What follows belongs to an exercise in optimizing a design on an open flow for small area; a production flow would make more cautious choices.
The RTL was checked by simulation tests, not by an equivalence proof against the original design.
Power figures rest on the tool's default switching activity, not on a simulated workload.

**design/flow/run.sh**
```bash
#!/bin/bash
# synth_recipe.tcl (not shown) runs the flow's synth.tcl, then flattens the netlist and writes it again
# the make line also repeats each setting of config.mk as NAME=value (left out here)
make -C /OpenROAD-flow-scripts/flow DESIGN_CONFIG=/design/flow/config.mk WORK_HOME=/design/flow/orfs CLKGATE_MAP_FILE= SYNTH_SCRIPT=/design/flow/synth_recipe.tcl finish
```
**design/flow/config.mk**
```make
export PLATFORM = sky130hd
export DESIGN_NAME = mbed_tester_top
export DESIGN_NICKNAME = mbed_tester_top
export VERILOG_FILES = /design/flow/design.v
export SDC_FILE = /design/flow/constraint.sdc
export NUM_CORES = 4
export LEC_CHECK = 0
export CAP_MARGIN = 20
export CORE_MARGIN = 2
export CORE_UTILIZATION = 40
export CTS_BUF_LIST = sky130_fd_sc_hd__clkbuf_4
export SLEW_MARGIN = 20
```
**design/flow/constraint.sdc**
```tcl
create_clock -name core_clock -period 6.0 [get_ports {clk}]
set_input_delay 1.2000 -clock core_clock [delete_from_list [all_inputs] [get_ports {clk}]]
set_output_delay 1.2000 -clock core_clock [all_outputs]
set_load 0.01 [all_outputs]
```
**design/flow/design.v**
```verilog
`default_nettype none
package tester_regs_pkg;
    typedef logic [8-1:0] data_t;
    typedef logic [14-1:0] addr_t;
    typedef logic [12-1:0] offset_t;
    typedef enum logic [1:0] {
        BLK_CONTROL = 2'd0,
        BLK_SYS     = 2'd2
    } blk_sel_e;
    typedef enum logic [12-1:0] {
        CTRL_ID0  = 12'h000,
        CTRL_ID1  = 12'h001,
        CTRL_ID2  = 12'h002,
        CTRL_ID3  = 12'h003,
        CTRL_VER0 = 12'h010,
        CTRL_HWID = 12'h014,
        CTRL_INFO = 12'h020
    } ctrl_reg_e;
    localparam ctrl_reg_e CTRL_RESET = CTRL_ID0;
    typedef enum logic [12-1:0] {
        SYS_PWM_EN     = 12'hC01,
        SYS_PWM_PERIOD = 12'hC02,
        SYS_PWM_HIGH   = 12'hC06,
        SYS_MUX_MEAS   = 12'hC0A,
        SYS_SAMPLES    = 12'hC0C,
        SYS_CYCLES     = 12'hC10,
        SYS_SNAPSHOT   = 12'hC18,
        SYS_SAMPLE_ADC = 12'hC19,
        SYS_PWM_COUNT  = 12'hC1A,
        SYS_ANIN_BASE  = 12'hC30
    } sys_reg_e;
endpackage
`default_nettype wire
`default_nettype none
package tester_meas_pkg;
    typedef logic [15:0] meas_t;
    typedef logic [63:0] sum_t;
    typedef logic [31:0] samples_t;
    typedef logic [63:0] cycles_t;
    typedef logic [31:0] pwm_word_t;
endpackage
`default_nettype wire
`timescale 1ns/1ps
`default_nettype none
module mbed_tester_top (
    input  logic clk,
    input  logic rst,
    input  logic  i_psel,
    input  logic  i_penable,
    input  logic  i_pwrite,
    input  tester_regs_pkg::addr_t i_paddr,
    input  tester_regs_pkg::data_t i_pwdata,
    output tester_regs_pkg::data_t o_prdata,
    input  logic i_reset_btn_n,
    input  logic [3-1:0] i_digital_id,
    output logic o_reset_req,
    output logic o_reprogram_req,
    output logic o_reset_peripherals,
    output logic o_pwm_val,
    output logic o_pwm_drive,
    output logic o_sample_adc,
    input  logic [12-1:0] i_mux_meas,
    input  logic i_mux_updated,
    input  logic [4*12-1:0] i_anin_meas,
    input  logic [4-1:0] i_anin_updated
);
    logic [1:0]  blk;
    logic [11:0] off;
    logic        wr;
    logic        wr_c;
    logic        wr_s;
    logic [7:0]  wd;
    assign blk  = i_paddr[13:12];
    assign off  = i_paddr[11:0];
    assign wr   = i_psel & i_penable & i_pwrite & ~rst;
    assign wr_c = wr & (blk == 2'd0);
    assign wr_s = wr & (blk == 2'd2);
    assign wd   = i_pwdata & {8{~rst}};
    logic w_ctrl;
    logic w_pwm_en;
    logic w_snap;
    logic w_sa;
    logic [3:0] w_period;
    logic [3:0] w_high;
    logic [3:0] w_pcnt;
    logic [3:0] w_smp;
    logic [7:0] w_cyc;
    logic [7:0] w_sum [4];
    always_comb begin
        w_ctrl   = wr_c && off == 12'h000;
        w_pwm_en = wr_s && off == 12'hC01;
        w_snap   = wr_s && off == 12'hC18;
        w_sa     = wr_s && off == 12'hC19;
        for (int k = 0; k < 4; k++) begin
            w_period[k] = wr_s && off == 12'(12'hC02 + k);
            w_high[k]   = wr_s && off == 12'(12'hC06 + k);
            w_smp[k]    = wr_s && off == 12'(12'hC0C + k);
            w_pcnt[k]   = wr_s && off == 12'(12'hC1A + k);
        end
        for (int k = 0; k < 8; k++) begin
            w_cyc[k] = wr_s && off == 12'(12'hC10 + k);
        end
        for (int i = 0; i < 4; i++) begin
            for (int k = 0; k < 8; k++) begin
                w_sum[i][k] = wr_s && off == 12'(12'hC32 + 10 * i + k);
            end
        end
    end
    logic reset_req_q;
    always_ff @(posedge clk) begin
        if (rst || w_ctrl) begin
            reset_req_q     <= wd[1];
            o_reprogram_req <= wd[2];
        end
        o_reset_peripherals <= w_ctrl & i_pwdata[0];
    end
    assign o_reset_req = reset_req_q | ~i_reset_btn_n;
    logic        pwm_en;
    logic        snap_pend;
    logic [31:0] period;
    logic [31:0] high;
    always_ff @(posedge clk) begin
        if (rst || w_pwm_en) pwm_en <= wd[0];
        if (rst || w_sa) o_sample_adc <= wd[0];
        snap_pend <= w_snap & i_pwdata[0];
        for (int k = 0; k < 4; k++) begin
            if (rst || w_period[k]) period[k*8 +: 8] <= wd;
            if (rst || w_high[k]) high[k*8 +: 8] <= wd;
        end
    end
    logic [31:0] pcnt;
    logic [31:0] pcnt_step;
    logic [31:0] pcnt_inc;
    tester_inc #(.W(32)) u_pcnt_inc (.i_q(pcnt), .i_c(1'b1), .o_s(pcnt_inc));
    assign pcnt_step = (pwm_en && pcnt < period) ? pcnt_inc : 32'd0;
    always_ff @(posedge clk) begin
        for (int k = 0; k < 4; k++) begin
            pcnt[k*8 +: 8] <= (rst || w_pcnt[k]) ? wd : pcnt_step[k*8 +: 8];
        end
    end
    assign o_pwm_drive = pwm_en;
    assign o_pwm_val   = pwm_en && (pcnt < high);
    logic        sa;
    logic        any_upd;
    logic        step;
    logic        fifth;
    logic [2:0]  conv;
    assign sa      = o_sample_adc;
    assign any_upd = i_mux_updated | (|i_anin_updated);
    assign step    = sa & any_upd;
    assign fifth   = step & (conv == 3'd4);
    always_ff @(posedge clk) begin
        if (rst || fifth) conv <= 3'd0;
        else if (step) conv <= conv + 3'd1;
    end
    logic [11:0] mux_st;
    logic [11:0] an_st [4];
    always_ff @(posedge clk) begin
        if (rst || (sa && i_mux_updated)) mux_st <= i_mux_meas & {12{~rst}};
        for (int i = 0; i < 4; i++) begin
            if (rst || (sa && i_anin_updated[i])) an_st[i] <= i_anin_meas[i*12 +: 12] & {12{~rst}};
        end
    end
    logic [11:0] mux_sy;
    logic [11:0] an_sy [4];
    logic        sy_v;
    always_ff @(posedge clk) begin
        if (fifth) begin
            mux_sy <= mux_st;
            for (int i = 0; i < 4; i++) an_sy[i] <= an_st[i];
        end
        sy_v <= ~rst & (sy_v | fifth);
    end
    logic [31:0] smp;
    logic [63:0] cyc;
    logic [63:0] sum [4];
    logic [31:0] smp_n;
    logic [63:0] cyc_n;
    logic [63:0] sum_n [4];
    tester_inc #(.W(32)) u_smp_inc (.i_q(smp), .i_c(fifth), .o_s(smp_n));
    tester_inc #(.W(64)) u_cyc_inc (.i_q(cyc), .i_c(sa), .o_s(cyc_n));
    logic [3:0] sum_c12;
    for (genvar i = 0; i < 4; i++) begin : g_sum
        assign {sum_c12[i], sum_n[i][11:0]} = {1'b0, sum[i][11:0]} + {1'b0, i_anin_meas[i*12 +: 12] & {12{sa & i_anin_updated[i]}}};
        tester_inc #(.W(52)) u_inc (.i_q(sum[i][63:12]), .i_c(sum_c12[i]), .o_s(sum_n[i][63:12]));
    end
    always_ff @(posedge clk) begin
        for (int k = 0; k < 4; k++) begin
            smp[k*8 +: 8] <= (rst || w_smp[k]) ? wd : smp_n[k*8 +: 8];
        end
        for (int k = 0; k < 8; k++) begin
            cyc[k*8 +: 8] <= (rst || w_cyc[k]) ? wd : cyc_n[k*8 +: 8];
            for (int i = 0; i < 4; i++) begin
                sum[i][k*8 +: 8] <= (rst || w_sum[i][k]) ? wd : sum_n[i][k*8 +: 8];
            end
        end
    end
    logic [11:0] snap_mux;
    logic [11:0] snap_an [4];
    logic [31:0] snap_smp;
    logic [63:0] snap_cyc;
    logic [63:0] snap_sum [4];
    logic        snap_v;
    logic        snap_sy_v;
    always_ff @(posedge clk) begin
        if (snap_pend) begin
            snap_mux <= mux_sy;
            snap_smp <= smp;
            snap_cyc <= cyc;
            for (int i = 0; i < 4; i++) begin
                snap_an[i]  <= an_sy[i];
                snap_sum[i] <= sum[i];
            end
        end
        snap_v <= ~rst & (snap_v | snap_pend);
        if (rst || snap_pend) snap_sy_v <= ~rst & sy_v;
    end
    logic [7:0] rd_plain;
    logic [7:0] rd_cnt;
    logic [7:0] rd_meas;
    logic [7:0] rd_q;
    always_comb begin
        rd_plain = 8'h00;
        rd_cnt   = 8'h00;
        rd_meas  = 8'h00;
        if (blk == 2'd0) begin
            case (off)
                12'h000: rd_plain = 8'h6d;
                12'h001: rd_plain = 8'h62;
                12'h002: rd_plain = 8'h65;
                12'h003: rd_plain = 8'h64;
                12'h010: rd_plain = 8'h01;
                12'h014: rd_plain = {5'd0, i_digital_id};
                12'h020: rd_plain = 8'h10;
                12'h021: rd_plain = 8'h08;
                12'h022: rd_plain = 8'h02;
                default: rd_plain = 8'h00;
            endcase
        end
        if (blk == 2'd2) begin
            case (off)
                12'hC01: rd_plain = {7'd0, pwm_en};
                12'hC02: rd_plain = period[7:0];
                12'hC03: rd_plain = period[15:8];
                12'hC04: rd_plain = period[23:16];
                12'hC05: rd_plain = period[31:24];
                12'hC06: rd_plain = high[7:0];
                12'hC07: rd_plain = high[15:8];
                12'hC08: rd_plain = high[23:16];
                12'hC09: rd_plain = high[31:24];
                12'hC19: rd_plain = {7'd0, sa};
                default: rd_plain = 8'h00;
            endcase
            case (off)
                12'hC0A: rd_meas = snap_mux[7:0];
                12'hC0B: rd_meas = {4'd0, snap_mux[11:8]};
                12'hC30: rd_meas = snap_an[0][7:0];
                12'hC31: rd_meas = {4'd0, snap_an[0][11:8]};
                12'hC3A: rd_meas = snap_an[1][7:0];
                12'hC3B: rd_meas = {4'd0, snap_an[1][11:8]};
                12'hC44: rd_meas = snap_an[2][7:0];
                12'hC45: rd_meas = {4'd0, snap_an[2][11:8]};
                12'hC4E: rd_meas = snap_an[3][7:0];
                12'hC4F: rd_meas = {4'd0, snap_an[3][11:8]};
                default: rd_meas = 8'h00;
            endcase
            case (off)
                12'hC0C: rd_cnt = snap_smp[7:0];
                12'hC0D: rd_cnt = snap_smp[15:8];
                12'hC0E: rd_cnt = snap_smp[23:16];
                12'hC0F: rd_cnt = snap_smp[31:24];
                12'hC10: rd_cnt = snap_cyc[7:0];
                12'hC11: rd_cnt = snap_cyc[15:8];
                12'hC12: rd_cnt = snap_cyc[23:16];
                12'hC13: rd_cnt = snap_cyc[31:24];
                12'hC14: rd_cnt = snap_cyc[39:32];
                12'hC15: rd_cnt = snap_cyc[47:40];
                12'hC16: rd_cnt = snap_cyc[55:48];
                12'hC17: rd_cnt = snap_cyc[63:56];
                12'hC32: rd_cnt = snap_sum[0][7:0];
                12'hC33: rd_cnt = snap_sum[0][15:8];
                12'hC34: rd_cnt = snap_sum[0][23:16];
                12'hC35: rd_cnt = snap_sum[0][31:24];
                12'hC36: rd_cnt = snap_sum[0][39:32];
                12'hC37: rd_cnt = snap_sum[0][47:40];
                12'hC38: rd_cnt = snap_sum[0][55:48];
                12'hC39: rd_cnt = snap_sum[0][63:56];
                12'hC3C: rd_cnt = snap_sum[1][7:0];
                12'hC3D: rd_cnt = snap_sum[1][15:8];
                12'hC3E: rd_cnt = snap_sum[1][23:16];
                12'hC3F: rd_cnt = snap_sum[1][31:24];
                12'hC40: rd_cnt = snap_sum[1][39:32];
                12'hC41: rd_cnt = snap_sum[1][47:40];
                12'hC42: rd_cnt = snap_sum[1][55:48];
                12'hC43: rd_cnt = snap_sum[1][63:56];
                12'hC46: rd_cnt = snap_sum[2][7:0];
                12'hC47: rd_cnt = snap_sum[2][15:8];
                12'hC48: rd_cnt = snap_sum[2][23:16];
                12'hC49: rd_cnt = snap_sum[2][31:24];
                12'hC4A: rd_cnt = snap_sum[2][39:32];
                12'hC4B: rd_cnt = snap_sum[2][47:40];
                12'hC4C: rd_cnt = snap_sum[2][55:48];
                12'hC4D: rd_cnt = snap_sum[2][63:56];
                12'hC50: rd_cnt = snap_sum[3][7:0];
                12'hC51: rd_cnt = snap_sum[3][15:8];
                12'hC52: rd_cnt = snap_sum[3][23:16];
                12'hC53: rd_cnt = snap_sum[3][31:24];
                12'hC54: rd_cnt = snap_sum[3][39:32];
                12'hC55: rd_cnt = snap_sum[3][47:40];
                12'hC56: rd_cnt = snap_sum[3][55:48];
                12'hC57: rd_cnt = snap_sum[3][63:56];
                default: rd_cnt = 8'h00;
            endcase
        end
    end
    always_ff @(posedge clk) begin
        rd_q <= rd_plain | (rd_cnt & {8{snap_v}}) | (rd_meas & {8{snap_sy_v}});
    end
    assign o_prdata = rd_q;
endmodule
`default_nettype wire
`default_nettype none
module tester_inc #(
    parameter int W = 64
) (
    input  logic [W-1:0] i_q,
    input  logic         i_c,
    output logic [W-1:0] o_s
);
    localparam int G = (W + 7) / 8;
    logic [G-1:0] all1;
    logic [G:0]   pre;
    logic [W:0]   ch;
    always_comb begin
        for (int g = 0; g < G; g++) begin
            all1[g] = 1'b1;
            for (int b = g * 8; b < g * 8 + 8 && b < W; b++) all1[g] = all1[g] & i_q[b];
        end
        pre[0] = 1'b1;
        for (int g = 0; g < G; g++) pre[g+1] = pre[g] & all1[g];
        ch = '0;
        for (int g = 0; g < G; g++) begin
            ch[g*8] = i_c & pre[g];
            for (int b = g * 8; b < g * 8 + 8 && b < W; b++) begin
                if (b % 8 != 7 && b + 1 < W) ch[b+1] = ch[b] & i_q[b];
            end
        end
        o_s = i_q ^ ch[W-1:0];
    end
endmodule
`default_nettype wire
```
==> results by group, run 1 <==
Outcome
  – Status: timing/DRC/antenna clean

Min path
  – Hold path depth: 0
  – Worst Hold Class: reg2reg

Pwr
  – Max VDD drop: 165 µV
  – Power, Total: 14600 µW
  – Sw frac: 24.3%
  – Clock network power share: 43.4%
  – Seq pwr share: 50.8%
  – Pint: 11000 µW
  – NetSw: 3540 µW
  – Power Dens Cells: 280 mW/mm²
  – Static Leak: 0.0197 µW
  – Comb power frac: 5.8%

CTS
  – Hold Buf Count CTS: 0
  – Post_cts resized: 0
  – Clock latency on the worst-skew pair: 1.19 ns
  – Bufs on Longest Clock Path: 4
  – Num CTS Buffers: 284
  – H-tree Lvls: 5
  – Num Clock Sinks: 1000
  – Clk slew on worst S/H paths: 0.07 ns
  – Setup Buffers After CTS: 0
  – Clock Tree Root: clkbuf_4
  – CTS tree: done

Floorplan
  – Rows: 123
  – Starting Density: 40.3%
  – Core area: 0.112 mm²
  – Die width: 340 µm
  – Die Area: 0.116 mm²
  – DIE HEIGHT: 340 µm
  – I/O pin cnt: 110

Setup path
  – Largest stage delay on the critical path: 0.62 ns
  – Worst Setup SP: high[4]
  – WP data required: 4.80 ns
  – Buf/Inv on CP: 2
  – Critical-path cell list: inv_1 > ha_1 > a21o_1 > a2111oi_0 > o21ai_0 > o211ai_1 > a311oi_1 > o31a_1 > nor4b_1 > clkdlybuf4s50_1
  – Instance count on the critical path: 10
  – R2R setup slack: 0.78 ns
  – RR Startpoint: o_sample_adc
  – Startpoint types: register
  – Critical path arrival: 4.19 ns
  – Critical setup path kind: reg2out
  – Reg2reg end: sum[3][59]
  – R2R depth: 23
  – CP max FO: 2
  – Critical path capture point: o_pwm_val
  – Worst setup EP type: output pin
  – Critical path's slowest cell: clkdlybuf4s50_1
  – Crit-path leading delay family: compound AO/OA/AOI/OAI gates

Layout
  – Commonest non-fill, non-tap cell in the layout: nand2_1
  – Commonest non-fill, non-tap cells in the layout: nand2_1, edfxtp_1, clkbuf_4
  – Final core utilization: 46.3%
  – Area growth syn-to-layout: 15.0%
  – Fraction of layout cells with a size suffix above 1: 15.2%
  – Final Instance Count excl. Fillers: 6034
  – Fin nets: 4831

Global route
  – First-pass GRT wire length: 229000 µm
  – Largest net degree at the start of global routing: 174
  – Total GRT Usage: 27.1%
  – Number of global-route vias before repair: 34.0k
  – Initial antenna violation count: 13
  – Grt total ovfl: 0

Logic synthesis
  – Number of synthesized flops with an enable pin: 601
  – YS warnings: 18
  – Number of synthesized register bits: 1000
  – Dominant synthesized flop cell: edfxtp_1
  – Cells after Synth: 4005
  – Post-synth cell types: 87
  – Post-Syn Nets: 4509
  – Register area share after synthesis: 57.6%
  – Avg Cell Area, Syn: 11.3 µm²
  – Async SR Flop Fraction: 0%
  – Syn Std Cell Area: 0.0452 mm²

Routing
  – Initial DRC Count: 4247
  – # DRC: 0
  – Vias per cell: 5.77
  – Number of detailed-route iterations in the first pass: 8
  – Vias: 34.8k
  – Detail Route Antenna Nets: 0
  – Average wire per standard cell: 26.3 µm
  – WL final: 159000 µm

Place
  – IO buf count: 109
  – Placer Congestion: 1.01
  – Placed Cells: 5541
  – Post-DP HPWL: 110000 µm

STA
  – Unrepaired setup endpoints after global routing: false
  – Layout Skew: 0.0998 ns
  – F_max: 186 MHz
  – Final hold violations: 0
  – Worst slew pin tran: 1.31 ns
  – Slew headroom: 12.8%
  – Final Slew Violations: 0
  – Finish-stage setup viols: 0
  – Setup TNS: 0 ns
  – Crit path time final: 5.39 ns
  – Final Cycle Share: 89.8%
  – Min Hold Slack: 0.380 ns

Flow run
  – Max cap viols: 0
state kept, by name, indices dropped and copies added (netlist names), 32 cells and up:
register / flops
cyc: 64
snap_cyc: 64
period: 32
snap_an: 48
snap_sum: 256
an_st: 48
high: 32
an_sy: 48
sum: 256
smp: 32
pcnt: 32
snap_smp: 32
kinds of logic after synthesis:
logic type      after synthesis  share of synthesized area [%]
simple gates               1340                           13.9
flops                      1000                           57.6
compound gates              867                           12.5
fa+ha+maj                   408                           11.4
mux                          19                          0.429
buf+inv                     292                           2.63
xor+xnor                     79                           1.53
power groups by stage:
stage | Clock [µW] | Combinational (µW) | Sequential [µW]
after CTS | 6420 | 822 | 7400
after global placement | 0 | 810 | 7550
final | 6330 | 842 | 7400
after global routing | 6810 | 889 | 7400
after detailed placement | 0 | 817 | 7550
after floorplan | 0 | 451 | 7520
area by class of cell:
type	count	area (µm²)
clock inverters	51	282
inverters	93	349
diodes	7	17.5
flip-flops and latches	1000	26000
well taps	1500	1880
clock buffers	435	3270
repair buffers	235	2040
multi-input cells	2713	18100
fillers	10400	60200
per-stage QoR:
step / setup slack, ns / area [µm²]
after CTS: 0.547 / 51900
final: 0.611 / 52000
after global routing: 0.288 / 52000
after detailed placement: -0.00306 / 48400
after global placement: -0.0403 / 48400
after floorplan: 0.00991 / 45200
Yosys cell counts (all sizes together) (23+ instances only):
cell type	instances	area share (%)
buf	58	0.69
nor2b	71	0.98
and3	64	0.90
a22o	23	0.45
ha	404	11
o22ai	37	0.51
inv	93	0.77
edfxtp	601	40
nor2	232	2.0
dfxtp	399	18
a21oi	358	4.0
o21ai	60	0.66
nor3	62	0.82
xnor2	67	1.3
clkbuf	141	1.2
nand2	679	5.7
a31o	32	0.62
a211oi	55	0.91
nand3	50	0.56
a22oi	115	1.9
nand4	93	1.3
layer usage:
layer | share of wire [%] | GRT usage [%]
met5 | 0.023 | 0
met3 | 9.8 | 7.18
met4 | 4.6 | 12.9
met1 | 41 | 35.7
met2 | 45 | 41.3
how the worst min path moves through the flow:
stage	from	end	slack [ns]
after global placement	an_sy[1][5]	snap_an[1][5]	0.40
after global routing	an_sy[1][8]	snap_an[1][8]	0.39
after floorplan	an_st[0][0]	an_sy[0][0]	0.40
after CTS	i_pwdata[4]	sum[1][4]	0.37
after detailed placement	an_st[0][6]	an_sy[0][6]	0.40
final	an_sy[2][6]	snap_an[2][6]	0.38
worst reg2reg max path: stages, from the launching register on:
cell and delay, ns:
edfxtp_1 0.65, and3_1 0.28, ha_1 0.22, fa_1 0.42
a21o_1 0.19, a21o_1 0.20, a2111oi_0 0.41, buf_4 0.18
o31ai_1 0.15, a41oi_1 0.26, buf_4 0.19, nor4_1 0.08
and2_1 0.15, ha_1 0.18, ha_1 0.18, ha_1 0.18
ha_1 0.18, ha_1 0.18, ha_1 0.18, ha_1 0.19
xnor2_1 0.13, nor2_1 0.05, a21oi_1 0.11, nor2_1 0.05
==> run 2, diff against run 1 <==
--- a/design/flow/config.mk
+++ b/design/flow/config.mk
@@ -9,4 +9,3 @@
 export CORE_MARGIN = 2
 export CORE_UTILIZATION = 40
-export CTS_BUF_LIST = sky130_fd_sc_hd__clkbuf_4
 export SLEW_MARGIN = 20
==> run 2 against run 1 <==
  * Wire length down 1.0%
  * Clock skew down 0.070 ns
  * Sequential cell count unchanged
  * Critical path type is now in2reg
  * Highest routed layer unchanged
  * Worst hold slack better by 0.027 ns
  * Critical endpoint is now sum[3][59]
==> results by group, run 2 <==
CTS
  – Setup Buffers After CTS: 0
  – H-tree Lvls: 3
  – Bufs on Longest Clock Path: 3
  – Num Clock Sinks: 1000
  – CTS tree: done
  – Clock Tree Root: clkbuf_16
  – Clock latency on the worst-skew pair: 0.69 ns
  – Num CTS Buffers: 104
  – Hold Buf Count CTS: 0
  – Clk slew on worst S/H paths: 0.06 ns
  – Post_cts resized: 0

Setup path
  – Worst setup EP type: register
  – RR Startpoint: o_sample_adc
  – Buf/Inv on CP: 3
  – Critical setup path kind: in2reg
  – Worst Setup SP: i_anin_updated[3]
  – Critical path arrival: 5.88 ns
  – Critical path's slowest cell: clkdlybuf4s50_1
  – CP most frequent cell: ha_1
  – CP max FO: 3
  – Critical-path cell list: clkdlybuf4s50_1 > and3_1 > ha_1 > fa_1 > a21o_1 > a21o_1 > a2111oi_0 > buf_4 > o31ai_1 > a41oi_1 > buf_4 > nor4_1 > and2_1 > ha_1 > ha_1 > ha_1 > ha_1 > ha_1 > ha_1 > ha_1 > xnor2_1 > nor2_1 > a21oi_1 > nor2_1
  – Largest stage delay on the critical path: 0.43 ns
  – Crit-path leading delay family: adder cells
  – WP data required: 6.51 ns
  – Startpoint types: input port

Layout
  – Commonest non-fill, non-tap cell in the layout: nand2_1
  – Fraction of layout cells with a size suffix above 1: 9.46%
  – Commonest non-fill, non-tap cells in the layout: nand2_1, edfxtp_1, ha_1
  – Top flop regs: snap_sum (256), sum (256)
  – Area growth syn-to-layout: 14.9%
  – Design Area, Final: 0.0519 mm²
  – Register area: 0.0260 mm²
  – # fillers: 10.3k
  – Multi-input logic area: 0.0181 mm²
  – Fin nets: 4651

STA
  – Final hold violations: 0
  – Layout Skew: 0.0298 ns
  – Worst slew pin tran: 1.28 ns
  – F_max: 186 MHz
  – Unrepaired setup endpoints after global routing: false
  – Slew headroom: 14.4%
  – Finish-stage setup viols: 0
  – Crit path time final: 5.37 ns
  – Final Slew Violations: 0
  – Setup TNS: 0 ns
  – Final Cycle Share: 89.5%

Pwr
  – Seq pwr share: 49.6%
  – Sw frac: 23.2%
  – Comb power frac: 5.7%
  – Static Leak: 0.0193 µW
  – Power Dens Cells: 287 mW/mm²
  – Pint: 11500 µW
  – Max VDD drop: 237 µV
  – NetSw: 3450 µW
  – Clock network power share: 44.7%

Routing
  – Initial DRC Count: 4190
  – Number of detailed-route iterations in the first pass: 6
  – # DRC: 0
  – Detail Route Antenna Nets: 0
  – Vias per cell: 5.89
  – Vias: 33.8k
  – WL final: 157000 µm
  – Average wire per standard cell: 27.4 µm

Global route
  – Grt total ovfl: 0
  – Total GRT Usage: 26.7%
  – Met1 Usage GRT: 36.2%
  – Met2 Track Usage GR: 41.2%
  – Largest net degree at the start of global routing: 174
  – Initial antenna violation count: 13
  – Number of global-route vias before repair: 32.4k
  – Grt peak-use layer: met2
  – Met3 usage: 5.88%
  – First-pass GRT wire length: 226000 µm

Logic synthesis
  – Post-Syn Nets: 4509
  – Cells after Synth: 4005
  – Number of synthesized flops with an enable pin: 601
  – Async SR Flop Fraction: 0%
  – Register area share after synthesis: 57.6%
  – Most common cell in the netlist: nand2_1
  – Number of synthesized register bits: 1000
  – Synth cell count leaders: nand2_1, edfxtp_1, ha_1, dfxtp_1, a21oi_1
  – Post-synth cell types: 87
  – YS warnings: 18
  – Avg Cell Area, Syn: 11.3 µm²
  – Post-synth top area share: 39.9%
  – Dominant synthesized flop cell: edfxtp_1
  – Synth top area cells: edfxtp_1, dfxtp_1, ha_1
  – Syn Std Cell Area: 0.0452 mm²
  – Cell taking the most area after synthesis: edfxtp_1

Floorplan
  – I/O pin cnt: 110
  – DIE HEIGHT: 340 µm
  – Starting Density: 40.3%
  – Rows: 123
  – Core area: 0.112 mm²
  – Die width: 340 µm
  – Die Area: 0.116 mm²

Flow run
  – Max cap viols: 0

Place
  – IO buf count: 109
  – Post-DP HPWL: 110000 µm
  – Placer Congestion: 1.01
  – DP Area: 0.0484 mm²

Min path
  – Hold path startpoint: an_sy[0][5]
  – Worst Hold Class: reg2reg

Outcome
  – Status: timing/DRC/antenna clean
[run 2: cell count changes in the layout (fill, tap and decap cells not counted), sizes merged]
cell / delta
bufinv: +9
clkinv: -1
inv: -1
diode: -3
clkinvlp: +4
clkbuf: -301
[run 2: final timing paths]
kind                    to  slack (ns)  cells after the start
max             sum[3][59]        0.63                     24
min          snap_an[0][5]        0.41                      0
max reg2reg     sum[3][59]        0.82                     23
min reg2reg  snap_an[0][5]        0.41                      0
[run 2: through the flow]
stage / worst slack, ns / instances / total power (µW) / utilization (%) / hold WS, ns
global route: 0.335 / 5739 / 15300 / 46.2 / 0.413
floorplan: 0.00991 / 4005 / 7970 / - / 0.400
finish: 0.630 / 5741 / 14900 / 46.3 / 0.407
CTS: 0.660 / 5737 / 15000 / 46.2 / 0.405
detailed placement: -0.00306 / 5541 / 8370 / 43.1 / 0.405
global placement: -0.0403 / 5541 / 8360 / 43.1 / 0.400
[run 2: per-layer routing]
layer  part of all wire (%)  vias to the layer above
met5                 0.0083                        -
met4                    4.8                        2
met3                    9.2                      379
met2                     44                     1678
met1                     41                    16600
li1                       -                    15200
[run 2: layout make-up]
| type | instances | area share, % |
|---|---|---|
| clock inverters | 62 | 1.31 |
| clock buffers | 134 | 5.41 |
| diodes | 4 | 0.0193 |
| flip-flops and latches | 1000 | 50.2 |
| repair buffers | 235 | 3.94 |
| well taps | 1500 | 3.62 |
| inverters | 93 | 0.673 |
| multi-input cells | 2713 | 34.8 |
[run 2: cells by family after synthesis]
family | share of synthesized area (%)
adder cells (fa/ha/maj) | 11.4
XOR/XNOR | 1.53
AND/OR/NAND/NOR | 13.9
multiplexers | 0.429
AO/OA/AOI/OAI | 12.5
buffers and inverters | 2.63
flip-flops | 57.6
[run 2: power groups by stage]
stage                     sequential (µW)  combinational (µW)  clock [µW]
after detailed placement             7550                 817           0
after floorplan                      7520                 451           0
after CTS                            7400                 821        6730
final                                7400                 842        6660
after global placement               7550                 810           0
after global routing                 7410                 889        7030
==> run 3, diff against run 2 <==
--- a/design/flow/config.mk
+++ b/design/flow/config.mk
@@ -9,3 +9,6 @@
 export CORE_MARGIN = 2
 export CORE_UTILIZATION = 40
+export CTS_BUF_LIST = sky130_fd_sc_hd__clkbuf_16
+export CTS_CLUSTER_DIAMETER = 100
+export CTS_CLUSTER_SIZE = 25
 export SLEW_MARGIN = 20
==> run 3 against run 2 <==
  * Synthesized area is the same
  * Global-route usage is 0.42 points lower
  * Clock skew increased by 0.0097 ns
  * Sequential cell count did not move
  * Worst setup slack improved by 0.0057 ns
  * Register-to-register slack better by 0.04 ns
  * Sequential share of layout area increased by 2.1 points
  * Power is 19% lower
  * Critical path type unchanged
  * Largest cell class unchanged
==> results by group, run 3 <==
Logic synthesis
  – Number of synthesized register bits: 1000
  – Dominant synthesized flop cell: edfxtp_1
  – Most common cell in the netlist: nand2_1
  – Synth Area in Compound Gates: 12.5%
  – Adder-Cell Fraction of Synth Area: 11.4%
  – Cell taking the most area after synthesis: edfxtp_1
  – Mux contribution to synthesized area: 0.429%
  – Syn Std Cell Area: 0.0452 mm²
  – Xor-xnor portion of the synthesized cell area: 1.53%
  – Post-Syn Nets: 4509
  – Synth top area cells: edfxtp_1, dfxtp_1, ha_1
  – Register area share after synthesis: 57.6%
  – Post-Synth Simple-Gate Area: 13.9%
  – Number of synthesized flops with an enable pin: 601
  – Largest family of logic cells by synthesized area: simple AND/OR/NAND/NOR gates
  – Cells after Synth: 4005
  – YS warnings: 18
  – Async SR Flop Fraction: 0%
  – Synth cell count leaders: nand2_1, edfxtp_1, ha_1, dfxtp_1, a21oi_1
  – Post-synth cell types: 87
  – Avg Cell Area, Syn: 11.3 µm²
  – Post-synth top area share: 39.9%

Setup path
  – Critical-path cell list: clkdlybuf4s50_1 > and3_1 > ha_1 > fa_1 > a21o_1 > a21o_1 > a2111oi_0 > buf_4 > o31ai_1 > a41oi_1 > buf_4 > nor4_1 > buf_4 > ha_1 > ha_1 > ha_1 > ha_1 > ha_1 > ha_1 > ha_1 > xnor2_1 > nor2_1 > a21oi_1 > nor2_1
  – Startpoint types: input port
  – CP most frequent cell: ha_1
  – Critical path capture point: sum[3][51]
  – WP data required: 6.51 ns
  – R2R setup slack: 0.86 ns
  – Critical setup path kind: in2reg
  – Reg2reg end: sum[0][59]
  – Worst setup EP type: register
  – Critical path's slowest cell: clkdlybuf4s50_1
  – RR Startpoint: o_sample_adc
  – Instance count on the critical path: 24
  – R2R depth: 20
  – Critical path arrival: 5.88 ns
  – Worst Setup SP: i_anin_updated[3]
  – CP max FO: 3
  – Buf/Inv on CP: 4
  – Crit-path leading delay family: adder cells
  – Largest stage delay on the critical path: 0.43 ns

Routing
  – Initial DRC Count: 4076
  – Average wire per standard cell: 27.5 µm
  – Vias per cell: 5.90
  – WL final: 155000 µm
  – # DRC: 0
  – Vias: 33.2k
  – Detail Route Antenna Nets: 0
  – Number of detailed-route iterations in the first pass: 7

STA
  – Finish-stage setup viols: 0
  – Layout Skew: 0.0395 ns
  – F_max: 186 MHz
  – Final Slew Violations: 0
  – Crit path time final: 5.36 ns
  – Final Cycle Share: 89.4%
  – Worst slew pin tran: 1.35 ns
  – Unrepaired setup endpoints after global routing: false
  – Final hold violations: 0
  – Slew headroom: 9.67%

Floorplan
  – Die width: 340 µm
  – I/O pin cnt: 110
  – Die Area: 0.116 mm²
  – Starting Density: 40.3%
  – DIE HEIGHT: 340 µm
  – Core area: 0.112 mm²
  – Rows: 123

CTS
  – Setup Buffers After CTS: 0
  – Bufs on Longest Clock Path: 3
  – Clock Tree Root: clkbuf_16
  – CTS tree: done
  – Clk slew on worst S/H paths: 0.11 ns
  – Num CTS Buffers: 47
  – Num Clock Sinks: 1000
  – Clock latency on the worst-skew pair: 0.67 ns
  – Post_cts resized: 0
  – Hold Buf Count CTS: 0
  – H-tree Lvls: 2

Place
  – Post-DP HPWL: 110000 µm
  – DP Area: 0.0484 mm²
  – IO buf count: 109
  – Placer Congestion: 1.01

Outcome
  – Status: timing/DRC/antenna clean

Layout
  – Design Area, Final: 0.0498 mm²
  – Fraction of layout cells with a size suffix above 1: 7.03%
  – Commonest non-fill, non-tap cells in the layout: nand2_1, edfxtp_1, ha_1
  – # fillers: 10.5k
  – Commonest non-fill, non-tap cell in the layout: nand2_1
  – Area growth syn-to-layout: 10.3%
  – Top flop regs: snap_sum (256), sum (256)
  – Fin nets: 4594

Pwr
  – Static Leak: 0.0184 µW
  – Power, Total: 12000 µW
  – Max VDD drop: 210 µV
  – Power Dens Cells: 241 mW/mm²

Global route
  – Largest net degree at the start of global routing: 174
  – Grt total ovfl: 0
  – Number of global-route vias before repair: 31.7k
  – Total GRT Usage: 26.3%
  – First-pass GRT wire length: 222000 µm
  – Initial antenna violation count: 14

Flow run
  – Max cap viols: 0

Min path
  – Worst Hold Class: reg2reg
==> run 3: cell counts after synthesis <==
No cell type changed its count.
==> run 3: power by group <==
part / leakage [µW] / switching [µW] / internal [µW]
Sequential: 0.00828 / 58.2 / 7330
Combinational: 0.00928 / 565 / 274
Clock: 0.000810 / 2260 / 1540
Total: 0.0184 / 2890 / 9140
==> run 3: how the worst min path moves through the flow <==
stage	from	end	slack (ns)	depth (start not counted)
2_1_floorplan	an_st[0][0]	an_sy[0][0]	0.40	0
3_3_place_gp	an_sy[1][5]	snap_an[1][5]	0.40	0
3_5_place_dp	an_st[0][6]	an_sy[0][6]	0.40	0
4_1_cts	an_st[0][1]	an_sy[0][1]	0.42	0
5_1_grt	an_st[0][1]	an_sy[0][1]	0.43	0
6_report	an_st[0][1]	an_sy[0][1]	0.41	0
==> run 3: layer usage <==
layer,GRT usage (%),vias up,wire [µm]
met4,10.9,2,7410
met5,0,-,13
met1,35.8,16300,63000
li1,-,14900,-
met3,5.44,353,15200
met2,40.7,1612,69300
==> run 3: layout make-up <==
type	instances	area, µm²	area share (%)
clock inverters	37	176	0.354
repair buffers	235	2040	4.10
inverters	93	349	0.701
diodes	2	5.00	0.0100
well taps	1500	1880	3.77
clock buffers	50	1250	2.51
flip-flops and latches	1000	26000	52.3
multi-input cells	2713	18100	36.3
==> run 3: kinds of logic (layout without fill, tap and decap cells) <==
logic type | after synthesis | count (layout)
AND/OR/NAND/NOR | 1340 | 1340
flip-flops | 1000 | 1000
AO/OA/AOI/OAI | 867 | 867
adder cells (fa/ha/maj) | 408 | 408
buffers and inverters | 292 | 415
XOR/XNOR | 79 | 79
multiplexers | 19 | 19
other | 0 | 2
==> run 3: worst register-to-register path, delay by kind of cell (launching register included) <==
kind | cells | cell delay (ns)
adder cells (fa/ha/maj) | 9 | 1.46
AO/OA/AOI/OAI | 5 | 1.18
AND/OR/NAND/NOR | 3 | 1.17
flip-flops | 1 | 0.72
buffers and inverters | 2 | 0.46
XOR/XNOR | 1 | 0.06
==> run 3: per-stage QoR <==
step           setup WS, ns  instances  hold WS, ns  util (%)  TNS (ns)
6_report              0.636       5630        0.413      44.4         0
5_1_grt               0.279       5629        0.429      44.4         0
4_1_cts               0.657       5628        0.422      44.4         0
3_5_place_dp       -0.00306       5541        0.405      43.1  -0.00306
3_3_place_gp        -0.0403       5541        0.400      43.1   -0.0680
2_1_floorplan       0.00991       4005        0.400         -         0
==> run 4, diff against run 3 <==
==> design/flow/flow/run.sh (new file) <==
#!/bin/bash
# Own flow: the standard synthesis, then its combinational logic re-mapped
# for area with ABC (every register kept, by name and cell type), then the standard flow's
# standard layout from that netlist. Each tool's output goes to a log here.
set -euo pipefail
W=$(pwd)
R=$W/orfs/results/$FLOW_PLATFORM/mbed_tester_top/base
YOSYS=$FLOW_HOME/../tools/install/yosys/bin/yosys

bash standard.sh synth > $W/log_1_synth.txt 2>&1
cp $R/1_2_yosys.v $W/std_1_2_yosys.v

printf 'set_driving_cell sky130_fd_sc_hd__buf_1\nset_load 5\n' > $W/reopt_constr.txt
export REOPT_LIB=$FLOW_HOME/platforms/sky130hd/lib/sky130_fd_sc_hd__tt_025C_1v80.lib
export REOPT_IN=$W/std_1_2_yosys.v
export REOPT_OUT=$W/reopt_1_2_yosys.v
export REOPT_STAT=$W/reopt_stat.txt
export REOPT_SCRIPT=$W/flow/abc_area.scr
export REOPT_CONSTR=$W/reopt_constr.txt
export REOPT_D=6000
export REOPT_DONT_USE="$(sed -n '/DONT_USE_CELLS/,/^$/p' $FLOW_HOME/platforms/sky130hd/config.mk | grep -o 'sky130_fd_sc_hd__[a-z0-9_]*' | tr '\n' ' ')"
$YOSYS -c $W/flow/reopt.tcl > $W/log_2_reopt.txt 2>&1

cp $REOPT_OUT $R/1_2_yosys.v
rm -f $R/1_synth.odb $R/1_synth.sdc
bash standard.sh finish > $W/log_3_layout.txt 2>&1
==> design/flow/flow/abc_area.scr (new file) <==
strash
dch
amap
topo
buffer -c
upsize -c
dnsize -c
stime -c
==> design/flow/flow/reopt.tcl (new file) <==
# Re-map the combinational logic of the standard synthesis netlist for area.
# Registers (and their names and cell types) are kept as they are.
yosys -import
set lib $::env(REOPT_LIB)
read_liberty -ignore_miss_func $lib
read_verilog $::env(REOPT_IN)
hierarchy -top $::env(FLOW_TOP)
setattr -mod -set keep_hierarchy 1 sky130_fd_sc_hd__*df* sky130_fd_sc_hd__*dl*
flatten
delete t:\$scopeinfo
yosys rename -hide w:_*_.*
opt_clean -purge
stat
set dont_use {}
foreach c $::env(REOPT_DONT_USE) { lappend dont_use -dont_use $c }
abc -script $::env(REOPT_SCRIPT) -liberty $lib {*}$dont_use -constr $::env(REOPT_CONSTR) -D $::env(REOPT_D)
opt_clean -purge
setundef -zero
hilomap -singleton -hicell sky130_fd_sc_hd__conb_1 HI -locell sky130_fd_sc_hd__conb_1 LO
splitnets
opt_clean -purge
insbuf -buf sky130_fd_sc_hd__buf_4 A X
opt_clean -purge
tee -o $::env(REOPT_STAT) stat -liberty $lib
delete sky130_fd_sc_hd__*
check
write_verilog -noattr -noexpr -nohex -nodec $::env(REOPT_OUT)
==> design/flow/standard.sh (new file) <==
#!/bin/bash
# synth_recipe.tcl (not shown) runs the flow's synth.tcl, then flattens the netlist and writes it again
# the make line also repeats each setting of config.mk as NAME=value (left out here)
make -C /OpenROAD-flow-scripts/flow DESIGN_CONFIG=/design/flow/config.mk WORK_HOME=/design/flow/orfs CLKGATE_MAP_FILE= SYNTH_SCRIPT=/design/flow/synth_recipe.tcl "${@:-finish}"
--- a/design/flow/config.mk
+++ b/design/flow/config.mk
@@ -9,6 +9,3 @@
 export CORE_MARGIN = 2
 export CORE_UTILIZATION = 40
-export CTS_BUF_LIST = sky130_fd_sc_hd__clkbuf_16
-export CTS_CLUSTER_DIAMETER = 100
-export CTS_CLUSTER_SIZE = 25
 export SLEW_MARGIN = 20
removed: design/flow/run.sh
==> run 4 against run 3 <==
  * Final area rose by 3.0%
  * Clock power is 73% higher
  * Clock skew shrank 0.0062 ns
  * Sequential cell count is the same
  * Worst setup slack lost 0.45 ns
  * Sequential power about the same
  * Combinational power is 3.6% lower
  * Sequential share of layout area decreased by 1.5 points
  * Worst hold slack got worse by 0.0063 ns
  * Largest cell class unchanged
==> results by group, run 4 <==
Outcome
  – Status: timing/DRC/antenna clean

Pwr
  – Sw frac: 23.4%
  – Power, Total: 14800 µW
  – Max VDD drop: 218 µV
  – Static Leak: 0.0179 µW
  – Seq pwr share: 50.1%
  – Power Dens Cells: 289 mW/mm²
  – Clock network power share: 44.4%
  – Pint: 11400 µW
  – NetSw: 3470 µW
  – Comb power frac: 5.5%

Setup path
  – Critical path arrival: 6.37 ns
  – Largest stage delay on the critical path: 0.48 ns
  – Worst setup EP type: register
  – Critical path's slowest cell: or4b_1
  – CP most frequent cell: nor2_2
  – WP data required: 6.55 ns
  – CP max FO: 3
  – Startpoint types: input port
  – Critical setup path kind: in2reg

Floorplan
  – Starting Density: 40.4%
  – Die Area: 0.109 mm²
  – DIE HEIGHT: 330 µm
  – Die width: 330 µm
  – Rows: 119
  – I/O pin cnt: 110
  – Core area: 0.106 mm²

STA
  – Final Cycle Share: 96.9%
  – Layout Skew: 0.0333 ns
  – Final hold violations: 0
  – F_max: 172 MHz
  – Crit path time final: 5.81 ns
  – Min Hold Slack: 0.407 ns
  – Unrepaired setup endpoints after global routing: true
  – Worst slew pin tran: 1.09 ns
  – Slew headroom: 26.8%
  – Finish-stage setup viols: 0
  – Final Slew Violations: 0

Layout
  – Fin nets: 4683
  – Multi-input logic area: 0.0146 mm²
  – # fillers: 9635
  – Commonest non-fill, non-tap cell in the layout: edfxtp_1
  – Commonest non-fill, non-tap cells in the layout: edfxtp_1, nor2_1, inv_1
  – Register area: 0.0260 mm²
  – Top flop regs: snap_sum (256), sum (256)
  – Fraction of layout cells with a size suffix above 1: 13.3%
  – Design Area, Final: 0.0513 mm²
  – Area growth syn-to-layout: 20.4%
  – Final core utilization: 48.6%

CTS
  – CTS tree: done
  – Clock Tree Root: clkbuf_16
  – Bufs on Longest Clock Path: 3
  – H-tree Lvls: 3
  – Num Clock Sinks: 1000
  – Hold Buf Count CTS: 0
  – Clk slew on worst S/H paths: 0.06 ns
  – Clock latency on the worst-skew pair: 0.72 ns
  – Num CTS Buffers: 105

Routing
  – Number of detailed-route iterations in the first pass: 9
  – WL final: 159000 µm
  – Vias per cell: 5.96
  – Initial DRC Count: 5184
  – Detail Route Antenna Nets: 0
  – Vias: 36.2k
  – # DRC: 0
  – Average wire per standard cell: 26.1 µm

Global route
  – Largest net degree at the start of global routing: 140
  – Total GRT Usage: 28.6%
  – Initial antenna violation count: 9
  – Grt total ovfl: 0
  – Number of global-route vias before repair: 33.0k
  – First-pass GRT wire length: 226000 µm

Logic synthesis
  – Post-Syn Nets: 4267
  – Avg Cell Area, Syn: 10.2 µm²
  – Syn Std Cell Area: 0.0426 mm²
  – Cells after Synth: 4171
  – YS warnings: 18

Place
  – Post-DP HPWL: 113000 µm
  – DP Area: 0.0473 mm²
  – Placer Congestion: 1.03
  – IO buf count: 109

Flow run
  – Max cap viols: 0

Min path
  – Worst Hold Class: reg2reg
run 4: what timing repair did:
| item | in CTS | in global routing |
|---|---|---|
| setup endpoints to repair | 1 | 52 |
| pin swaps | 0 | 58 |
| setup buffers | 0 | 25 |
| gates resized for setup | 1 | 84 |
run 4: final cells by class:
cell class | count | share of cell area, %
Clock buffer | 154 | 5.75
Antenna cell | 4 | 0.0195
Sequential cell | 1000 | 50.7
Timing Repair Buffer | 429 | 6.96
Multi-Input combinational cell | 2562 | 28.5
Tap cell | 1391 | 3.39
Clock inverter | 46 | 1.08
Inverter | 489 | 3.61
run 4: worst max-delay path, delay by kind of cell:
family / cells / cell delay [ns]
and+or+nand+nor: 19 / 3.64
AOI/OAI and AO/OA: 7 / 0.78
buffers and inverters: 3 / 0.57
xor gates and xnor gates: 1 / 0.18
run 4: through the flow:
stage / TNS [ns] / worst slack, ns / cells
floorplan: 0 / 0.0100 / 4171
global placement: -14.58 / -0.605 / 5846
detailed placement: -20.61 / -0.699 / 5846
CTS: 0 / 0.0465 / 6046
global route: -0.638 / -0.143 / 6072
finish: 0 / 0.187 / 6075
run 4: path summary, 6_finish.rpt:
| kind | startpoint | endpoint | slack, ns | depth (start not counted) |
|---|---|---|---|---|
| max | i_anin_meas[38] | sum[3][63] | 0.19 | 30 |
| min | an_sy[1][10] | snap_an[1][10] | 0.41 | 0 |
| min reg2reg | an_sy[1][10] | snap_an[1][10] | 0.41 | 0 |
| max reg2reg | o_sample_adc | sum[3][63] | 0.23 | 34 |
run 4: power by group through the flow:
stage	combinational (µW)	sequential (µW)	clock (µW)
finish	809	7420	6590
global route	849	7430	6900
floorplan	355	7530	0
CTS	773	7420	6640
global placement	765	7570	0
detailed placement	770	7570	0
run 4: layer usage:
layer	global-route usage, %	wire (µm)
met4	12.6	7550
met1	40.2	65800
met3	5.73	17200
met2	42.7	68200
met5	0	27
==> run 5, diff against run 4 <==
--- a/design/flow/design.v
+++ b/design/flow/design.v
@@ -216,104 +216,49 @@
         if (rst || snap_pend) snap_sy_v <= ~rst & sy_v;
     end
-    logic [7:0] rd_plain;
-    logic [7:0] rd_cnt;
-    logic [7:0] rd_meas;
+    logic [7:0] rd_n;
     logic [7:0] rd_q;
+    logic       c_blk;
+    logic       s_blk;
+    logic [6:0] x;
+    assign c_blk = (blk == 2'd0) && (off[11:6] == 6'd0);
+    assign s_blk = (blk == 2'd2) && (off[11:7] == 5'b11000);
+    assign x = off[6:0];
     always_comb begin
-        rd_plain = 8'h00;
-        rd_cnt   = 8'h00;
-        rd_meas  = 8'h00;
-        if (blk == 2'd0) begin
-            case (off)
-                12'h000: rd_plain = 8'h6d;
-                12'h001: rd_plain = 8'h62;
-                12'h002: rd_plain = 8'h65;
-                12'h003: rd_plain = 8'h64;
-                12'h010: rd_plain = 8'h01;
-                12'h014: rd_plain = {5'd0, i_digital_id};
-                12'h020: rd_plain = 8'h10;
-                12'h021: rd_plain = 8'h08;
-                12'h022: rd_plain = 8'h02;
-                default: rd_plain = 8'h00;
-            endcase
+        rd_n = 8'h00;
+        if (c_blk) begin
+            if (x == 7'h00) rd_n = rd_n | 8'h6d;
+            if (x == 7'h01) rd_n = rd_n | 8'h62;
+            if (x == 7'h02) rd_n = rd_n | 8'h65;
+            if (x == 7'h03) rd_n = rd_n | 8'h64;
+            if (x == 7'h10) rd_n = rd_n | 8'h01;
+            if (x == 7'h14) rd_n = rd_n | {5'd0, i_digital_id};
+            if (x == 7'h20) rd_n = rd_n | 8'h10;
+            if (x == 7'h21) rd_n = rd_n | 8'h08;
+            if (x == 7'h22) rd_n = rd_n | 8'h02;
         end
-        if (blk == 2'd2) begin
-            case (off)
-                12'hC01: rd_plain = {7'd0, pwm_en};
-                12'hC02: rd_plain = period[7:0];
-                12'hC03: rd_plain = period[15:8];
-                12'hC04: rd_plain = period[23:16];
-                12'hC05: rd_plain = period[31:24];
-                12'hC06: rd_plain = high[7:0];
-                12'hC07: rd_plain = high[15:8];
-                12'hC08: rd_plain = high[23:16];
-                12'hC09: rd_plain = high[31:24];
-                12'hC19: rd_plain = {7'd0, sa};
-                default: rd_plain = 8'h00;
-            endcase
-            case (off)
-                12'hC0A: rd_meas = snap_mux[7:0];
-                12'hC0B: rd_meas = {4'd0, snap_mux[11:8]};
-                12'hC30: rd_meas = snap_an[0][7:0];
-                12'hC31: rd_meas = {4'd0, snap_an[0][11:8]};
-                12'hC3A: rd_meas = snap_an[1][7:0];
-                12'hC3B: rd_meas = {4'd0, snap_an[1][11:8]};
-                12'hC44: rd_meas = snap_an[2][7:0];
-                12'hC45: rd_meas = {4'd0, snap_an[2][11:8]};
-                12'hC4E: rd_meas = snap_an[3][7:0];
-                12'hC4F: rd_meas = {4'd0, snap_an[3][11:8]};
-                default: rd_meas = 8'h00;
-            endcase
-            case (off)
-                12'hC0C: rd_cnt = snap_smp[7:0];
-                12'hC0D: rd_cnt = snap_smp[15:8];
-                12'hC0E: rd_cnt = snap_smp[23:16];
-                12'hC0F: rd_cnt = snap_smp[31:24];
-                12'hC10: rd_cnt = snap_cyc[7:0];
-                12'hC11: rd_cnt = snap_cyc[15:8];
-                12'hC12: rd_cnt = snap_cyc[23:16];
-                12'hC13: rd_cnt = snap_cyc[31:24];
-                12'hC14: rd_cnt = snap_cyc[39:32];
-                12'hC15: rd_cnt = snap_cyc[47:40];
-                12'hC16: rd_cnt = snap_cyc[55:48];
-                12'hC17: rd_cnt = snap_cyc[63:56];
-                12'hC32: rd_cnt = snap_sum[0][7:0];
-                12'hC33: rd_cnt = snap_sum[0][15:8];
-                12'hC34: rd_cnt = snap_sum[0][23:16];
-                12'hC35: rd_cnt = snap_sum[0][31:24];
-                12'hC36: rd_cnt = snap_sum[0][39:32];
-                12'hC37: rd_cnt = snap_sum[0][47:40];
-                12'hC38: rd_cnt = snap_sum[0][55:48];
-                12'hC39: rd_cnt = snap_sum[0][63:56];
-                12'hC3C: rd_cnt = snap_sum[1][7:0];
-                12'hC3D: rd_cnt = snap_sum[1][15:8];
-                12'hC3E: rd_cnt = snap_sum[1][23:16];
-                12'hC3F: rd_cnt = snap_sum[1][31:24];
-                12'hC40: rd_cnt = snap_sum[1][39:32];
-                12'hC41: rd_cnt = snap_sum[1][47:40];
-                12'hC42: rd_cnt = snap_sum[1][55:48];
-                12'hC43: rd_cnt = snap_sum[1][63:56];
-                12'hC46: rd_cnt = snap_sum[2][7:0];
-                12'hC47: rd_cnt = snap_sum[2][15:8];
-                12'hC48: rd_cnt = snap_sum[2][23:16];
-                12'hC49: rd_cnt = snap_sum[2][31:24];
-                12'hC4A: rd_cnt = snap_sum[2][39:32];
-                12'hC4B: rd_cnt = snap_sum[2][47:40];
-                12'hC4C: rd_cnt = snap_sum[2][55:48];
-                12'hC4D: rd_cnt = snap_sum[2][63:56];
-                12'hC50: rd_cnt = snap_sum[3][7:0];
-                12'hC51: rd_cnt = snap_sum[3][15:8];
-                12'hC52: rd_cnt = snap_sum[3][23:16];
-                12'hC53: rd_cnt = snap_sum[3][31:24];
-                12'hC54: rd_cnt = snap_sum[3][39:32];
-                12'hC55: rd_cnt = snap_sum[3][47:40];
-                12'hC56: rd_cnt = snap_sum[3][55:48];
-                12'hC57: rd_cnt = snap_sum[3][63:56];
-                default: rd_cnt = 8'h00;
-            endcase
+        if (s_blk) begin
+            if (x == 7'h01) rd_n = rd_n | {7'd0, pwm_en};
+            if (x == 7'h19) rd_n = rd_n | {7'd0, sa};
+            for (int k = 0; k < 4; k++) begin
+                if (x == 7'(7'h02 + k)) rd_n = rd_n | period[k*8 +: 8];
+                if (x == 7'(7'h06 + k)) rd_n = rd_n | high[k*8 +: 8];
+                if (x == 7'(7'h0C + k)) rd_n = rd_n | (snap_smp[k*8 +: 8] & {8{snap_v}});
+            end
+            for (int k = 0; k < 8; k++) begin
+                if (x == 7'(7'h10 + k)) rd_n = rd_n | (snap_cyc[k*8 +: 8] & {8{snap_v}});
+            end
+            if (x == 7'h0A) rd_n = rd_n | (snap_mux[7:0] & {8{snap_sy_v}});
+            if (x == 7'h0B) rd_n = rd_n | ({4'd0, snap_mux[11:8]} & {8{snap_sy_v}});
+            for (int i = 0; i < 4; i++) begin
+                if (x == 7'(7'h30 + 10 * i)) rd_n = rd_n | (snap_an[i][7:0] & {8{snap_sy_v}});
+                if (x == 7'(7'h31 + 10 * i)) rd_n = rd_n | ({4'd0, snap_an[i][11:8]} & {8{snap_sy_v}});
+                for (int k = 0; k < 8; k++) begin
+                    if (x == 7'(7'h32 + 10 * i + k)) rd_n = rd_n | (snap_sum[i][k*8 +: 8] & {8{snap_v}});
+                end
+            end
         end
     end
     always_ff @(posedge clk) begin
-        rd_q <= rd_plain | (rd_cnt & {8{snap_v}}) | (rd_meas & {8{snap_sy_v}});
+        rd_q <= rd_n;
     end
     assign o_prdata = rd_q;
--- a/design/flow/flow/run.sh
+++ b/design/flow/flow/run.sh
@@ -24,3 +24,5 @@
 cp $REOPT_OUT $R/1_2_yosys.v
 rm -f $R/1_synth.odb $R/1_synth.sdc
-bash standard.sh finish > $W/log_3_layout.txt 2>&1
+# Clock tree: the standard flow's CTS settings (from config.mk) without dummy loads
+CTS_ARGS="-sink_clustering_enable -repair_clock_nets -buf_list sky130_fd_sc_hd__clkbuf_16 -sink_clustering_size 25 -sink_clustering_max_diameter 100 -dont_use_dummy_load"
+bash standard.sh "CTS_ARGS=$CTS_ARGS" finish > $W/log_3_layout.txt 2>&1
==> design/flow/flow/abc_area.scr (replaced) <==
strash
&get -n
&st
&dch -f
&nf -p -C 32 -F 8 -A 4
&put
topo
stime -c
--- a/design/flow/flow/reopt.tcl
+++ b/design/flow/flow/reopt.tcl
@@ -1,3 +1,3 @@
-# Re-map the combinational logic of the standard synthesis netlist for area.
+# Re-map the combinational logic of the standard synthesis netlist for area
 # Registers (and their names and cell types) are kept as they are.
 yosys -import
--- a/design/flow/config.mk
+++ b/design/flow/config.mk
@@ -8,4 +8,7 @@
 export CAP_MARGIN = 20
 export CORE_MARGIN = 2
-export CORE_UTILIZATION = 40
+export CORE_UTILIZATION = 55
+export CTS_BUF_LIST = sky130_fd_sc_hd__clkbuf_16
+export CTS_CLUSTER_DIAMETER = 100
+export CTS_CLUSTER_SIZE = 25
 export SLEW_MARGIN = 20
==> run 5 against run 4 <==
  * Sequential power hardly changed
  * Die area shrank 29%
  * Worst hold slack worse by 0.011 ns
  * Worst setup slack gained 0.55 ns
  * Non-clock buffer count is 215 lower
  * Power decreased by 21%
  * Cell count shrank 23%
  * Sequential cell count stayed put
  * Wire length is 2.1% lower
  * Combinational power down 8.4%
  * Largest power group unchanged
==> results by group, run 5 <==
Floorplan
  – DIE HEIGHT: 278 µm
  – Core area: 0.0743 mm²
  – Starting Density: 55.5%
  – Rows: 100
  – Die width: 278 µm
  – I/O pin cnt: 110
  – Die Area: 0.0772 mm²

Layout
  – # fillers: 5936
  – Top flop regs: snap_sum (256), sum (256)
  – Fraction of layout cells with a size suffix above 1: 4.77%
  – Commonest non-fill, non-tap cells in the layout: edfxtp_1, dfxtp_1, nand2_1
  – Commonest non-fill, non-tap cell in the layout: edfxtp_1
  – Area growth syn-to-layout: 10.7%
  – Fin nets: 3829
  – Register area: 0.0260 mm²
  – Multi-input logic area: 0.0150 mm²

Pwr
  – Power, Total: 11700 µW
  – Max VDD drop: 212 µV
  – Power Dens Cells: 256 mW/mm²
  – Static Leak: 0.0150 µW

Setup path
  – Crit-path leading delay family: simple AND/OR/NAND/NOR gates
  – Startpoint types: input port
  – Critical path arrival: 5.75 ns
  – Critical path's slowest cell: clkdlybuf4s50_1
  – Worst setup EP type: register
  – RR Startpoint: o_sample_adc
  – Critical-path cell list: clkdlybuf4s50_1 > and4_1 > o2111ai_1 > a2111oi_0 > o31ai_1 > o2111ai_1 > nand4_1 > nor4bb_1 > buf_4 > nand4_1 > nor3b_1 > nand3b_1 > o21ai_0
  – R2R setup slack: 1.15 ns
  – Critical setup path kind: in2reg
  – CP max FO: 11
  – Buf/Inv on CP: 2
  – Largest stage delay on the critical path: 0.67 ns
  – WP data required: 6.49 ns
  – Worst Setup SP: i_anin_updated[1]

Place
  – Post-DP HPWL: 110000 µm
  – Placer Congestion: 1.06
  – IO buf count: 109
  – Setup WS pre-CTS: 0.360 ns

STA
  – Final Slew Violations: 0
  – Slew headroom: 18.1%
  – Layout Skew: 0.0511 ns
  – Unrepaired setup endpoints after global routing: false
  – Crit path time final: 5.26 ns
  – Final hold violations: 0
  – Final Cycle Share: 87.7%
  – Final worst slack: 0.738 ns
  – Min Hold Slack: 0.395 ns
  – Finish-stage setup viols: 0
  – Worst slew pin tran: 1.23 ns
  – F_max: 190 MHz
  – Setup TNS: 0 ns

Routing
  – Detail Route Antenna Nets: 0
  – WL final: 156000 µm
  – Vias: 34.0k
  – Number of detailed-route iterations in the first pass: 13
  – Vias per cell: 7.23
  – Initial DRC Count: 5536
  – # DRC: 0
  – Average wire per standard cell: 33.1 µm

CTS
  – Hold Buf Count CTS: 0
  – Clk slew on worst S/H paths: 0.11 ns
  – Setup Buffers After CTS: 0
  – CTS tree: done
  – Clock Tree Root: clkbuf_16
  – Num CTS Buffers: 46
  – Bufs on Longest Clock Path: 3
  – Post_cts resized: 0
  – H-tree Lvls: 2
  – Num Clock Sinks: 1000
  – Clock latency on the worst-skew pair: 0.66 ns

Global route
  – Total GRT Usage: 39.3%
  – Grt total ovfl: 0
  – Number of global-route vias before repair: 31.1k
  – Initial antenna violation count: 14
  – Largest net degree at the start of global routing: 162
  – First-pass GRT wire length: 220000 µm

Logic synthesis
  – Post-Syn Nets: 3567
  – Cells after Synth: 3471
  – YS warnings: 18
  – Syn Std Cell Area: 0.0412 mm²
  – Avg Cell Area, Syn: 11.9 µm²

Min path
  – Worst Hold Class: reg2reg
  – Hold path startpoint: an_sy[1][4]

Outcome
  – Status: timing/DRC/antenna clean

Flow run
  – Max cap viols: 0
==> run 5: changes by cell type in the layout (fill, tap and decap cells not counted), sizes merged, moves of 52 or more <==
cell	previous run	this run
buf	321	106
nor2	613	133
o211ai	68	9
clkbuf	154	46
nand4	68	133
inv	474	0
xor2	5	116
xnor2	8	117
o21ai	306	221
nor2b	48	100
==> run 5: layout make-up <==
cell class	count	area share (%)
sequential	1000	57.1
multi-input combinational	2403	32.9
tap	969	2.66
timing repair buffer	214	4.22
antenna	5	0.0274
clock buffer	46	2.52
inverter	68	0.562
==> run 5: worst register-to-register path, delay by kind of cell (launching register included) <==
kind	cells	cell delay, ns
AO/OA/AOI/OAI	2	0.29
AND/OR/NAND/NOR	9	3.83
flip-flops	1	0.40
buffers and inverters	1	0.27
==> run 5: where the power goes <==
part | switching [µW] | total (µW) | internal [µW]
Clock | 2100 | 3480 | 1380
Combinational | 499 | 741 | 242
Sequential | 106 | 7450 | 7340
Total | 2710 | 11700 | 8960
==> run 5: through the flow <==
stage / cell area [µm²] / std cells / util (%)
after floorplan: 41200 / 3471 / -
after global placement: 44500 / 4654 / 59.8
after detailed placement: 44500 / 4654 / 59.8
after CTS: 45600 / 4700 / 61.4
after global routing: 45600 / 4701 / 61.4
final: 45600 / 4705 / 61.4
==> run 5: final timing paths <==
| path | to | cells past startpoint |
|---|---|---|
| max | sum[1][58] | 13 |
| min reg2reg | snap_an[1][4] | 0 |
| min | snap_an[1][4] | 0 |
| max reg2reg | cyc[47] | 12 |
==> run 5: layer usage <==
layer  GRT usage, %  vias to the layer above  part of all wire (%)  wire length (µm)
met5              0                        -                 0.074               115
met4           19.5                       16                   6.1              9520
met3           10.3                      504                    14             21500
met2           56.7                     2608                    42             65000
met1           55.2                    16600                    38             59400
li1               -                    14300                     -                 -
==> run 6, diff against run 5 <==
==> design/flow/flow/abc_area.scr (replaced) <==
strash
&get -n
&st
&dch -f -x
&nf -p -C 32 -F 8 -A 4
&put
topo
stime -c
--- a/design/flow/config.mk
+++ b/design/flow/config.mk
@@ -8,5 +8,5 @@
 export CAP_MARGIN = 20
 export CORE_MARGIN = 2
-export CORE_UTILIZATION = 55
+export CORE_UTILIZATION = 65
 export CTS_BUF_LIST = sky130_fd_sc_hd__clkbuf_16
 export CTS_CLUSTER_DIAMETER = 100
==> run 6 against run 5 <==
  * Still clean on timing, DRC and antenna
  * Power is 0.29% lower
  * Register-to-register slack better by 0.10 ns
  * Global-route usage is 5.2 points higher
  * Sequential share of layout area is 0.47 points higher
  * Clock skew is 0.00079 ns higher
  * Non-clock buffer count is 6 lower
  * Count of clock-buffer cells in the layout stayed put
==> results by group, run 6 <==
Floorplan
  – Die Area: 0.0651 mm²
  – Die width: 255 µm
  – I/O pin cnt: 110
  – DIE HEIGHT: 255 µm
  – Rows: 92
  – Core area: 0.0627 mm²
  – Starting Density: 65.4%

Logic synthesis
  – Cells after Synth: 3393
  – YS warnings: 18
  – Syn Std Cell Area: 0.0410 mm²
  – Post-Syn Nets: 3489
  – Avg Cell Area, Syn: 12.1 µm²

STA
  – Crit path time final: 5.15 ns
  – Final worst slack: 0.846 ns
  – Final Cycle Share: 85.9%
  – F_max: 194 MHz
  – Setup TNS: 0 ns
  – Final hold violations: 0
  – Slew headroom: 7.31%
  – Worst slew pin tran: 1.39 ns
  – Unrepaired setup endpoints after global routing: false
  – Final Slew Violations: 0
  – Layout Skew: 0.0518 ns
  – Finish-stage setup viols: 0

Routing
  – Met1 WL: 51100 µm
  – Met2 WL: 62500 µm
  – Average wire per standard cell: 32.7 µm
  – Vias: 33.7k
  – # DRC: 0
  – Detail Route Antenna Nets: 0
  – Vias per cell: 7.50
  – Highest routed layer: met5
  – Number of detailed-route iterations in the first pass: 9
  – Initial DRC Count: 6228
  – Met3 wire length: 23100 µm
  – WL final: 147000 µm

Layout
  – Register area: 0.0260 mm²
  – Commonest non-fill, non-tap cell in the layout: edfxtp_1
  – Area growth syn-to-layout: 10.4%
  – Fin nets: 3745
  – Design Area, Final: 0.0453 mm²
  – Top flop regs: snap_sum (256), sum (256)
  – Commonest non-fill, non-tap cells in the layout: edfxtp_1, dfxtp_1, nand2_1
  – # fillers: 4228
  – Fraction of layout cells with a size suffix above 1: 4.69%
  – Multi-input logic area: 0.0149 mm²
  – Final core utilization: 72.1%

Place
  – IO buf count: 109
  – Post-DP HPWL: 104000 µm
  – DP Area: 0.0441 mm²
  – Placer Congestion: 1.06
  – Setup WS pre-CTS: 0.361 ns

CTS
  – Bufs on Longest Clock Path: 3
  – H-tree Lvls: 2
  – Clk slew on worst S/H paths: 0.10 ns
  – Num CTS Buffers: 46
  – Hold Buf Count CTS: 0
  – CTS tree: done
  – Num Clock Sinks: 1000
  – Setup Buffers After CTS: 0
  – Post_cts resized: 0
  – Clock Tree Root: clkbuf_16
  – Clock latency on the worst-skew pair: 0.65 ns

Min path
  – Hold path depth: 0
  – Worst Hold Class: reg2reg
  – Worst hold endpoint: an_sy[0][11]
  – Hold path startpoint: an_st[0][11]

Flow run
  – Max cap viols: 0

Global route
  – Total GRT Usage: 44.6%
  – Initial antenna violation count: 10
  – Number of global-route vias before repair: 30.7k
  – Grt total ovfl: 0
  – Largest net degree at the start of global routing: 172
  – First-pass GRT wire length: 209000 µm

Setup path
  – CP max FO: 13
  – Crit-path leading delay family: compound AO/OA/AOI/OAI gates
  – Reg2reg end: sum[1][57]
  – Buf/Inv on CP: 2
  – Startpoint types: input port
  – CP most frequent cell: nand4_1
  – R2R setup slack: 1.25 ns
  – R2R depth: 13
  – WP data required: 6.47 ns
  – Critical-path cell list: clkdlybuf4s50_1 > nand4_1 > a2111oi_0 > o2111ai_1 > a31o_1 > o2111a_1 > nor3_1 > buf_4 > nand4_1 > and4b_1 > and3_1 > a21o_1 > o22ai_1
  – RR Startpoint: o_sample_adc
  – Critical path arrival: 5.63 ns
  – Largest stage delay on the critical path: 0.88 ns
  – Critical setup path kind: in2reg
  – Worst setup EP type: register
  – Critical path's slowest cell: a2111oi_0

Outcome
  – Status: timing/DRC/antenna clean

Pwr
  – Power Dens Cells: 257 mW/mm²
  – Max VDD drop: 199 µV
  – Static Leak: 0.0147 µW
## run 6: changes by cell type in the layout (fill, tap and decap cells not counted), sizes merged, moves of 11 or more
cell,previous run,this run
o22ai,185,211
nand3,117,106
nand4,133,114
o21ai,221,124
a31oi,49,74
or3,28,14
xor2,116,131
o32ai,36,80
## run 6: worst max-delay path by stage
stage                      startpoint          to  slack, ns  cells after the start
finish              i_anin_updated[1]  sum[1][57]       0.85                     13
floorplan                   snap_pend   snap_sy_v       0.25                      1
global route        i_anin_updated[1]  sum[1][57]       0.56                     13
global placement    i_anin_updated[1]  sum[1][34]       0.52                     12
detailed placement  i_anin_updated[1]  sum[1][57]       0.36                     13
CTS                      o_sample_adc  sum[2][43]       0.86                     12
## run 6: routing by layer
layer | vias up | global-route usage, %
met3 | 597 | 12.3
met2 | 2838 | 65.4
met5 | - | 0
met1 | 16200 | 60.2
met4 | 10 | 25.0
li1 | 14000 | -
## run 6: metrics by stage
step	std cells	hold WS, ns	total power [µW]
global route	4494	0.425	11900
finish	4495	0.406	11600
CTS	4492	0.410	11600
global placement	4446	0.403	8280
floorplan	3393	0.400	7900
detailed placement	4446	0.405	8300
## run 6: area by class of cell
type / instances / share of cell area (%)
Sequential cell: 1000 / 57.5
Multi-Input combinational cell: 2332 / 32.8
Timing Repair Buffer: 208 / 4.23
Clock buffer: 46 / 2.54
Tap cell: 846 / 2.34
Inverter: 61 / 0.509
Antenna cell: 2 / 0.0111
## run 6: power by group
group / total (µW) / internal, µW / switching [µW]
clock network: 3440 / 1380 / 2070
registers: 7450 / 7340 / 103
logic: 744 / 244 / 500
## run 6: worst register-to-register path, cell delays in order (launching register included)
cell and delay [ns]:
edfxtp_1 0.71, buf_8 0.27, nand4_1 0.21, a2111oi_0 0.88, o2111ai_1 0.28, a31o_1 0.33
o2111a_1 0.36, nor3_1 0.21, buf_4 0.22, nand4_1 0.20, and4b_1 0.43, and3_1 0.26
a21o_1 0.15, o22ai_1 0.08

Check on run 6: ideal ports give 0.846 ns setup slack; a clkbuf_16 on the clock port and buf_2 on the inputs give 0.891 ns; moving port delays by the midpoint clock arrival (0.692 ns) as well gives 0.199 ns.
